Context: an optimization exercise on an open-source flow, tuned for small area and a short achievable clock period. The choices shown serve that exercise and are no tape-out recipe. No functional check of the RTL was part of this run. Power is estimated from default activity; no workload was simulated.

## flow/run.sh

```bash
#!/bin/bash
set -euo pipefail
export BUFFER_PORTS_ARGS="-buffer_cell sky130_fd_sc_hd__buf_4"
export CTS_ARGS="-sink_clustering_enable -repair_clock_nets -sink_clustering_size 24 -sink_clustering_max_diameter 45 -buf_list sky130_fd_sc_hd__clkbuf_8 -root_buf sky130_fd_sc_hd__clkbuf_16 -dont_use_dummy_load"
bash standard.sh > standard.log 2>&1
```

## standard.sh

```bash
#!/bin/bash
# synth_recipe.tcl (not shown) runs the flow's synth.tcl, then flattens the netlist and writes it again
# the make line also repeats each setting of config.mk as NAME=value (left out here)
make -C /OpenROAD-flow-scripts/flow DESIGN_CONFIG=/design/flow/config.mk WORK_HOME=/design/flow/orfs CLKGATE_MAP_FILE= SYNTH_SCRIPT=/design/flow/synth_recipe.tcl "${@:-finish}"
```

## config.mk

```make
export PLATFORM = sky130hd
export DESIGN_NAME = fixed_order_selector
export DESIGN_NICKNAME = fixed_order_selector
export VERILOG_FILES = /design/flow/design.v
export SDC_FILE = /design/flow/constraint.sdc
export NUM_CORES = 4
export LEC_CHECK = 0
export CAP_MARGIN = 20
export CORE_MARGIN = 2
export CORE_UTILIZATION = 60
export SLEW_MARGIN = 60
```

## constraint.sdc

```tcl
create_clock -name core_clock -period 11.0 [get_ports {iClock}]
set_input_delay 2.2000 -clock core_clock [delete_from_list [all_inputs] [get_ports {iClock}]]
set_output_delay 2.2000 -clock core_clock [all_outputs]
set_load 0.01 [all_outputs]
```

## design.v

```verilog
module fixed_order_selector #(
  parameter int  SAMPLE_W   = 16,
  parameter int  BLOCK_SIZE = 4096,
  parameter int  MAX_ORDER  = 4,
  localparam int RES_W      = SAMPLE_W + MAX_ORDER,
  localparam int IDX_W      = $clog2(BLOCK_SIZE),
  localparam int SUM_W      = RES_W + IDX_W
) (
  input  logic                       iClock,
  input  logic                       iReset_n,
  input  logic                       iEnable,
  input  logic signed [SAMPLE_W-1:0] iSample,
  output logic [2:0]                 oBest,
  output logic [SUM_W-1:0]           oBestSum,
  output logic                       oValid,
  output logic                       oBlockStart
);
  localparam int W0 = SAMPLE_W;
  localparam int W1 = SAMPLE_W + 1;
  localparam int W2 = SAMPLE_W + 2;
  localparam int W3 = SAMPLE_W + 3;
  localparam int W4 = SAMPLE_W + 4;
  localparam int A0 = SAMPLE_W + IDX_W;        
  localparam int AK = SAMPLE_W + IDX_W - 1;    
  localparam int BW = SAMPLE_W + IDX_W;        
  logic [IDX_W-1:0] idx_r;    
  logic             bsn_r;    
  logic             en_r;     
  logic             f0;       
  logic             g1;       
  logic             last0;    
  logic [W0-1:0]    x_r;
  always_ff @(posedge iClock or negedge iReset_n) begin
    if (!iReset_n) begin
      idx_r <= '0;
      bsn_r <= 1'b0;
      en_r  <= 1'b0;
      last0 <= 1'b0;
    end else begin
      en_r  <= iEnable;
      last0 <= iEnable & (&idx_r);
      if (iEnable) begin
        idx_r <= idx_r + 1'b1;
        bsn_r <= !(&idx_r);
      end
    end
  end
  always_ff @(posedge iClock) begin
    x_r <= iSample & {W0{iEnable}};
    f0  <= iEnable & (idx_r == '0);
    g1  <= iEnable & (idx_r != '0);
  end
  assign oBlockStart = !bsn_r;
  logic t2_0, t3_0, t4_0, t5_0;
  assign t2_0 = !(idx_r == 12'd1 || idx_r == 12'd2);
  assign t3_0 = t2_0 && idx_r != 12'd3;
  assign t4_0 = t3_0 && idx_r != 12'd4;
  assign t5_0 = t4_0 && idx_r != 12'd5;
  logic [W1-1:0] d1;
  logic [W2-1:0] d2;
  logic [W3-1:0] d3;
  logic [W4-1:0] d4;
  logic [W0-1:0] p0;
  logic [W1-1:0] p1;
  logic [W2-1:0] p2;
  logic [W3-1:0] p3;
  logic          v1, v2, v3;
  logic          f1, f2, f3, f4;
  logic          g2, g3, g4;
  logic          t3_1, t4_1, t5_1, t4_2, t5_2, t5_3;
  logic [W1-1:0] n1;
  logic [W2-1:0] n2;
  logic [W3-1:0] n3;
  logic [W4-1:0] n4;
  skl_add #(W1) u_n1 (.a({x_r[W0-1], x_r}), .b(~{p0[W0-1], p0}), .ci(1'b1), .s(n1), .co());
  skl_add #(W2) u_n2 (.a({d1[W1-1], d1}),   .b(~{p1[W1-1], p1}), .ci(1'b1), .s(n2), .co());
  skl_add #(W3) u_n3 (.a({d2[W2-1], d2}),   .b(~{p2[W2-1], p2}), .ci(1'b1), .s(n3), .co());
  skl_add #(W4) u_n4 (.a({d3[W3-1], d3}),   .b(~{p3[W3-1], p3}), .ci(1'b1), .s(n4), .co());
  always_ff @(posedge iClock) begin
    v1 <= en_r;
    v2 <= v1;
    v3 <= v2;
    f1 <= g1 & !t2_0;
    g2 <= g1 &  t2_0;
    t3_1 <= t3_0;
    t4_1 <= t4_0;
    t5_1 <= t5_0;
    f2 <= g2 & !t3_1;
    g3 <= g2 &  t3_1;
    t4_2 <= t4_1;
    t5_2 <= t5_1;
    f3 <= g3 & !t4_2;
    g4 <= g3 &  t4_2;
    t5_3 <= t5_2;
    f4 <= g4 & !t5_3;
    d1 <= n1 & {W1{g1}};
    d2 <= n2 & {W2{g2}};
    d3 <= n3 & {W3{g3}};
    d4 <= n4 & {W4{g4}};
    if (en_r) p0 <= x_r;
    if (v1)   p1 <= d1;
    if (v2)   p2 <= d2;
    if (v3)   p3 <= d3;
  end
  logic [W0-2:0] lo0;  logic [A0-W0:0] hi0;  logic c0;
  logic [W1-2:0] lo1;  logic [AK-W1:0] hi1;  logic c1;  logic big1;
  logic [W2-2:0] lo2;  logic [AK-W2:0] hi2;  logic c2;  logic big2;
  logic [W3-2:0] lo3;  logic [AK-W3:0] hi3;  logic c3;  logic big3;
  logic [W4-2:0] lo4;  logic [AK-W4:0] hi4;  logic c4;  logic big4;
  logic [W0-2:0] sl0;  logic sc0;
  logic [W1-2:0] sl1;  logic sc1;
  logic [W2-2:0] sl2;  logic sc2;
  logic [W3-2:0] sl3;  logic sc3;
  logic [W4-2:0] sl4;  logic sc4;
  skl_add #(W0-1) u_a0 (.a(lo0 & {(W0-1){!f0}}), .b(x_r[W0-2:0] ^ {(W0-1){x_r[W0-1]}}), .ci(x_r[W0-1]), .s(sl0), .co(sc0));
  skl_add #(W1-1) u_a1 (.a(lo1 & {(W1-1){!f1}}), .b(d1[W1-2:0] ^ {(W1-1){d1[W1-1]}}),   .ci(d1[W1-1]),  .s(sl1), .co(sc1));
  skl_add #(W2-1) u_a2 (.a(lo2 & {(W2-1){!f2}}), .b(d2[W2-2:0] ^ {(W2-1){d2[W2-1]}}),   .ci(d2[W2-1]),  .s(sl2), .co(sc2));
  logic [W3-2:0] m3;
  logic [W4-2:0] m4;
  logic          k3a, k3b, k4a, k4b, k4c;
  logic          q3a, q3b, q4a, q4b, q4c;
  assign m3 = lo3 & {(W3-1){!f3}};
  assign m4 = lo4 & {(W4-1){!f4}};
  rca #(6) u_a3a (.a(m3[5:0]),   .b(d3[5:0]   ^ {6{d3[W3-1]}}), .ci(d3[W3-1]),  .s(sl3[5:0]),   .co(q3a));
  rca #(6) u_a3b (.a(m3[11:6]),  .b(d3[11:6]  ^ {6{d3[W3-1]}}), .ci(k3a & !f3), .s(sl3[11:6]),  .co(q3b));
  rca #(6) u_a3c (.a(m3[17:12]), .b(d3[17:12] ^ {6{d3[W3-1]}}), .ci(k3b & !f3), .s(sl3[17:12]), .co(sc3));
  rca #(5) u_a4a (.a(m4[4:0]),   .b(d4[4:0]   ^ {5{d4[W4-1]}}), .ci(d4[W4-1]),  .s(sl4[4:0]),   .co(q4a));
  rca #(5) u_a4b (.a(m4[9:5]),   .b(d4[9:5]   ^ {5{d4[W4-1]}}), .ci(k4a & !f4), .s(sl4[9:5]),   .co(q4b));
  rca #(5) u_a4c (.a(m4[14:10]), .b(d4[14:10] ^ {5{d4[W4-1]}}), .ci(k4b & !f4), .s(sl4[14:10]), .co(q4c));
  rca #(4) u_a4d (.a(m4[18:15]), .b(d4[18:15] ^ {4{d4[W4-1]}}), .ci(k4c & !f4), .s(sl4[18:15]), .co(sc4));
  always_ff @(posedge iClock) begin
    {c0, lo0} <= {sc0, sl0};
    {c1, lo1} <= {sc1, sl1};
    {c2, lo2} <= {sc2, sl2};
    {c3, lo3} <= {sc3, sl3};
    {c4, lo4} <= {sc4, sl4};
    k3a <= q3a;
    k3b <= q3b;
    k4a <= q4a;
    k4b <= q4b;
    k4c <= q4c;
    hi0 <= f0 ? '0 : hi0 + c0;
    {big1, hi1} <= f1 ? '0 : {big1, hi1} + c1 | {big1, {(AK-W1+1){1'b0}}};
    {big2, hi2} <= f2 ? '0 : {big2, hi2} + c2 | {big2, {(AK-W2+1){1'b0}}};
    {big3, hi3} <= f3 ? '0 : {big3, hi3} + c3 | {big3, {(AK-W3+1){1'b0}}};
    {big4, hi4} <= f4 ? '0 : {big4, hi4} + c4 | {big4, {(AK-W4+1){1'b0}}};
  end
  localparam int BL = 16;                  
  localparam int BH = BW - BL;             
  logic [8:0]    ph;      
  logic [BW-1:0] best;
  logic [2:0]    best_i;
  logic [BW-1:0] cand;
  logic          big;     
  logic          lt_lo;   
  logic          s1, s2, s3, s4;    
  always_ff @(posedge iClock or negedge iReset_n) begin
    if (!iReset_n) begin
      ph     <= '0;
      s1     <= 1'b0;
      s2     <= 1'b0;
      s3     <= 1'b0;
      s4     <= 1'b0;
      oValid <= 1'b0;
    end else begin
      ph     <= {ph[7:0], last0};
      s1     <= ph[0] | ph[1];
      s2     <= ph[2] | ph[3];
      s3     <= ph[4] | ph[5];
      s4     <= ph[6] | ph[7];
      oValid <= ph[8];
    end
  end
  always_comb begin
    cand[BL-1:0]  = ({BL{s1}} & lo1[BL-1:0])
                  | ({BL{s2}} & lo2[BL-1:0])
                  | ({BL{s3}} & lo3[BL-1:0])
                  | ({BL{s4}} & lo4[BL-1:0]);
    cand[BW-1:BL] = ({BH{ph[2]}} & {1'b0, hi1})
                  | ({BH{ph[4]}} & {1'b0, hi2, lo2[W2-2:BL]})
                  | ({BH{ph[6]}} & {1'b0, hi3, lo3[W3-2:BL]})
                  | ({BH{ph[8]}} & {1'b0, hi4, lo4[W4-2:BL]});
    big  = (ph[2] & big1) | (ph[4] & big2) | (ph[6] & big3) | (ph[8] & big4);
  end
  logic c_lo, lt_lo_n, lt;
  skl_add #(BL) u_cmp_lo (.a(best[BL-1:0]), .b(~cand[BL-1:0]), .ci(1'b0), .s(), .co(c_lo));
  always_ff @(posedge iClock) begin
    lt_lo <= c_lo;
  end
  skl_add #(BH) u_cmp_hi (.a(best[BW-1:BL]), .b(~cand[BW-1:BL]), .ci(lt_lo), .s(), .co(lt));
  logic take;
  assign take = (ph[2] | ph[4] | ph[6] | ph[8]) & !big & lt;
  always_ff @(posedge iClock) begin
    if (ph[0]) begin
      best   <= {hi0 + c0, lo0};
      best_i <= 3'd0;
    end else if (take) begin
      best   <= cand;
      best_i <= {ph[8], ph[4] | ph[6], ph[2] | ph[6]};
    end
  end
  assign oBest    = best_i;
  assign oBestSum = {{(SUM_W-BW){1'b0}}, best};
endmodule
module skl_add #(
  parameter int N = 16
) (
  input  logic [N-1:0] a,
  input  logic [N-1:0] b,
  input  logic         ci,
  output logic [N-1:0] s,
  output logic         co
);
  localparam int L = $clog2(N + 1);
  logic [N:0] g [0:L];
  logic [N:0] p [0:L];
  always_comb begin
    g[0][0] = ci;
    p[0][0] = 1'b0;
    for (int i = 0; i < N; i++) begin
      g[0][i+1] = a[i] & b[i];
      p[0][i+1] = a[i] ^ b[i];
    end
    for (int l = 0; l < L; l++) begin
      for (int i = 0; i <= N; i++) begin
        if (((i >> l) & 1) == 1) begin
          g[l+1][i] = g[l][i] | (p[l][i] & g[l][((i >> l) << l) - 1]);
          p[l+1][i] = p[l][i] & p[l][((i >> l) << l) - 1];
        end else begin
          g[l+1][i] = g[l][i];
          p[l+1][i] = p[l][i];
        end
      end
    end
    for (int i = 0; i < N; i++) begin
      s[i] = p[0][i+1] ^ g[L][i];
    end
    co = g[L][N];
  end
endmodule
module rca #(
  parameter int N = 8
) (
  input  logic [N-1:0] a,
  input  logic [N-1:0] b,
  input  logic         ci,
  output logic [N-1:0] s,
  output logic         co
);
  logic [N:0] c;
  always_comb begin
    c[0] = ci;
    for (int i = 0; i < N; i++) begin
      s[i]   = a[i] ^ b[i] ^ c[i];
      c[i+1] = (a[i] & b[i]) | (a[i] & c[i]) | (b[i] & c[i]);
    end
    co = c[N];
  end
endmodule
```

==> metrics list <==
- Run status: no timing/DRC/antenna violations
- The min-delay analysis places its worst path in the category reg2reg.
- Cells with a size suffix above 1 make up 8.356% of the layout.
* Drt pass-1 iters: 6
* Total global routing overflow: 0
* Leading cell type in the layout, fill and taps excluded: dfxtp_1
- PnR worst setup slack: 7571 ps
- Sequential cells were found to cover 45.89% of the synthesized design area.
* Critical Path End Type: register
* DRC errors left: 0
- Setup repair after global routing left no endpoint under its margin.
- Number of endpoints with negative hold slack in the final report: 0
- During placement, the flow inserted port buffers numbering 51.
- The final layout contains routed wiring with a total length of 40220 um.
* Count of mapped cells out of synthesis: 1810
* Maximum VDD drop: 0.1257 mV
- Global routing consumed, over all layers together, 24.72% of the routing resources.
- Die extent in x: 183.9 um
- Largest net degree at the start of global routing: 35
* Global-route wire length before repair: 65320 um
- In this run the number of H-tree levels came out at 2.
- Between clock sinks in the finished design, the worst skew comes to 67.87 ps.
* Iteration-0 DRC count of the detailed router: 507
- Final-layout setup total negative slack: 0 ps
- After detailed routing, the number of vias per cell comes to 5.431.
- Hold repair after CTS inserted 0 buffers.
- Die outline height: 183.9 um
- The number of different library cells used by synthesis comes to 68.
- Clock tree synthesis inserted a total of 45 buffers.
- Max Root-Sink Buffers: 3
- For this run, the top clock speed supported by timing is 0.2916 GHz.
- The clock reaches the later pin of the worst-skew pair after 520 ps.
* Power Density: 282.1 nW/um^2
- Final Total Pwr: 5.900 mW
* Most frequent cells in the layout: dfxtp_1 (247), inv_1 (185), ha_1 (153)
* Required time of the critical path: 11200 ps
- Number of antenna violations at the first check in global routing: 0
- Per report_power, the combinational group accounts for 43.7% of the total.
- TritonCTS built the clock tree.
- Compared with the post-synthesis result, the final layout area differs by 7.692%.
- Share of the core filled with cells: 65.94%
- For this run, the leading register cell type out of synthesis is dfxtp_1.
* Setup Crit Path Kind: reg2reg
- WL/cell: 17.73 um
- Switching power: 2.271 mW
- Post-CTS timing repair inserted 0 buffers for setup.
- Post-synthesis cell area: 19420 sq um
- Worst max-slew margin expressed relative to the limit: 61.99%
* Startpoint types: register
- Number of antenna diodes: 0
- Vias in the first global route: 12360
* Post-route antenna net violation count: 0
* Final Net Count: 2103
- Average footprint of a synthesized cell: 10.73 sq um
- The HPWL after detailed placement is 31160 um.
- During synthesis, Yosys emitted a total of 25 warnings.
- Async set-or-reset flop fraction in the synthesized netlist: 7.455%
- Flop and latch count out of synthesis: 389
- The root buffer cell chosen for the clock tree is clkbuf_16.
* Share of total power consumed by net switching: 38.49%
- Sequential cells account for 41.5% of the total power.
* Leakage power of the design: 9.186 nW
- Initial cell density of the core: 61.23%
* Count of instances resized after the clock tree is built: 0
* Worst slew pin tran: 570.2 ps
- Period minus WS final: 3429 ps
* Worst endpoint data arrival time: 3630 ps
- Clock-pin slew of the registers on the worst-case setup and hold paths: 100 ps
- Setup violations remaining at the end of the flow were counted as 0.
- Count of boundary I/O pins: 56
* Maximum Capacitance Violations: 0
- Dividing the final minimum period by the clock period gives 31.18%.
- Count of vias placed by the detailed router: 12320
- Standard cell core area: 31720 sq um
- Internal cell power: 3.629 mW
- Post-Place Worst Slack: 7600 ps
- Yosys mapped a number of flops with a built-in enable equal to 98.
* Relative contribution of the clock network to total power: 14.7%
* Final GP Congestion: 0.8464
- Pins Over Slew Limit: 0
- The tree built by TritonCTS fans out to 389 sinks.
- # rows: 65
* Worst-path fanout max: 28
- Die ar.: 33830 sq um
## layer usage
layer	vias to the layer above	part of all wire (%)	GRT usage (%)
met2	189	48	42.05
met5	-	0	0
met1	5912	46	33.45
li1	6165	-	-
met3	56	3.8	3.170
met4	0	2.3	6.592
## critical path, cell delays in order (launching register included)
cell      delay [ps]
dfrtp_1          580
a22o_1           310
a221oi_1         440
ha_1             330
a21o_1           160
a21o_1           180
a211oi_1         210
o21ai_0          120
a21oi_1          360
nand2b_1         130
buf_4            280
## power groups by stage
stage / Sequential, mW / Clock (mW) / Combinational [mW]
final: 2.45 / 0.870 / 2.58
after global routing: 2.51 / 0.952 / 2.96
after CTS: 2.46 / 0.898 / 2.59
after detailed placement: 2.48 / 0 / 2.56
after global placement: 2.47 / 0 / 2.47
after floorplan: 2.23 / 0 / 2.14
## Yosys cell counts, types with 10 or more instances
cell,n,area [sq um]
dfxtp_1,262,5245
inv_1,185,694.4
ha_1,153,1914
xor2_1,110,963.4
nor2_1,108,405.4
edfxtp_1,98,2943
nor2b_1,89,556.8
xnor2_1,83,727.0
fa_1,62,1241
and2_1,61,381.6
nand2_1,61,229.0
a21oi_1,58,290.3
clkbuf_1,45,168.9
nand2b_1,44,275.3
nand3_1,36,180.2
o21ai_0,35,175.2
mux2i_1,34,340.3
dfrtp_1,29,725.7
a221oi_1,27,236.5
a22o_1,26,227.7
o21a_1,23,172.7
a21o_1,20,150.1
and3_1,17,106.4
nor3_1,17,85.08
or3_1,10,62.56
## final timing paths
path / start / cells past startpoint / to / slack [ps]
min in group asynchronous: iReset_n / 1 / idx_r[8] / 1610
max in group asynchronous: iReset_n / 1 / s4 / 9040
worst min register to register: t5_1 / 0 / t5_2 / 320
worst max-delay path: ph[4] / 10 / best[5] / 7570
worst min-delay path: t5_1 / 0 / t5_2 / 320
worst max register to register: ph[4] / 10 / best[5] / 7570
## final cells by class
cell class              count  area (sq um)
clock buffers              45         675.6
flip-flops and latches    389          8946
multi-input cells        1182          9630
inverters                 185         694.4
repair buffers             66         466.7
fillers                  2537         10800
well taps                 402         503.0
## kinds of logic (layout without fill, tap and decap cells)
| kind of cell | Yosys count | in the layout | share of synthesized area, % |
|---|---|---|---|
| other | 1 | 4 | 0.01931 |
| adder cells (fa/ha/maj) | 215 | 215 | 16.25 |
| AO/OA/AOI/OAI | 256 | 256 | 9.354 |
| buffers and inverters | 242 | 296 | 4.774 |
| XOR/XNOR | 193 | 193 | 8.703 |
| multiplexers | 37 | 37 | 1.984 |
| AND/OR/NAND/NOR | 477 | 477 | 13.03 |
| flip-flops | 389 | 389 | 45.89 |
## sequential cells by signal (all words and copies together), names as in the netlist, 18 cells and up
name and flops:
p3 19, best 28, d3 19, p2 18, d2 18, lo4 19
d4 20, lo3 18
## per-stage QoR
stage	instances	hold slack [ps]	cell area [sq um]
after floorplan	1813	309.6	19430
after global placement	2213	313.6	20120
after detailed placement	2223	319.3	20220
after CTS	2268	322.5	20890
after global routing	2269	328.2	20920
final	2269	321.4	20920

what the ideal ports hide:
Ports are ideal in the flow. The routed layout listed here was re-timed in OpenROAD.
Step 1: set_driving_cell puts a clkbuf_16 on iClock and a buf_2 on each other input, an assumption about the parent block.
Step 2 times the ports against the registers' clock, not the clock port: input delays grow and output delays shrink by t, the midpoint of the rising clock arrivals with the driver on.
a / b / c = ideal / step 1 / step 2; a / b = the first two.
shift t [ns]: 0.541
setup slack, ns: 7.571 / 7.567 / 7.571
cell pins on the clock port's net: 1
After both steps this run still meets setup and hold. For this run, drivers alone change the setup slack by -0.004 ns; drivers and shift together by 0.000 ns.
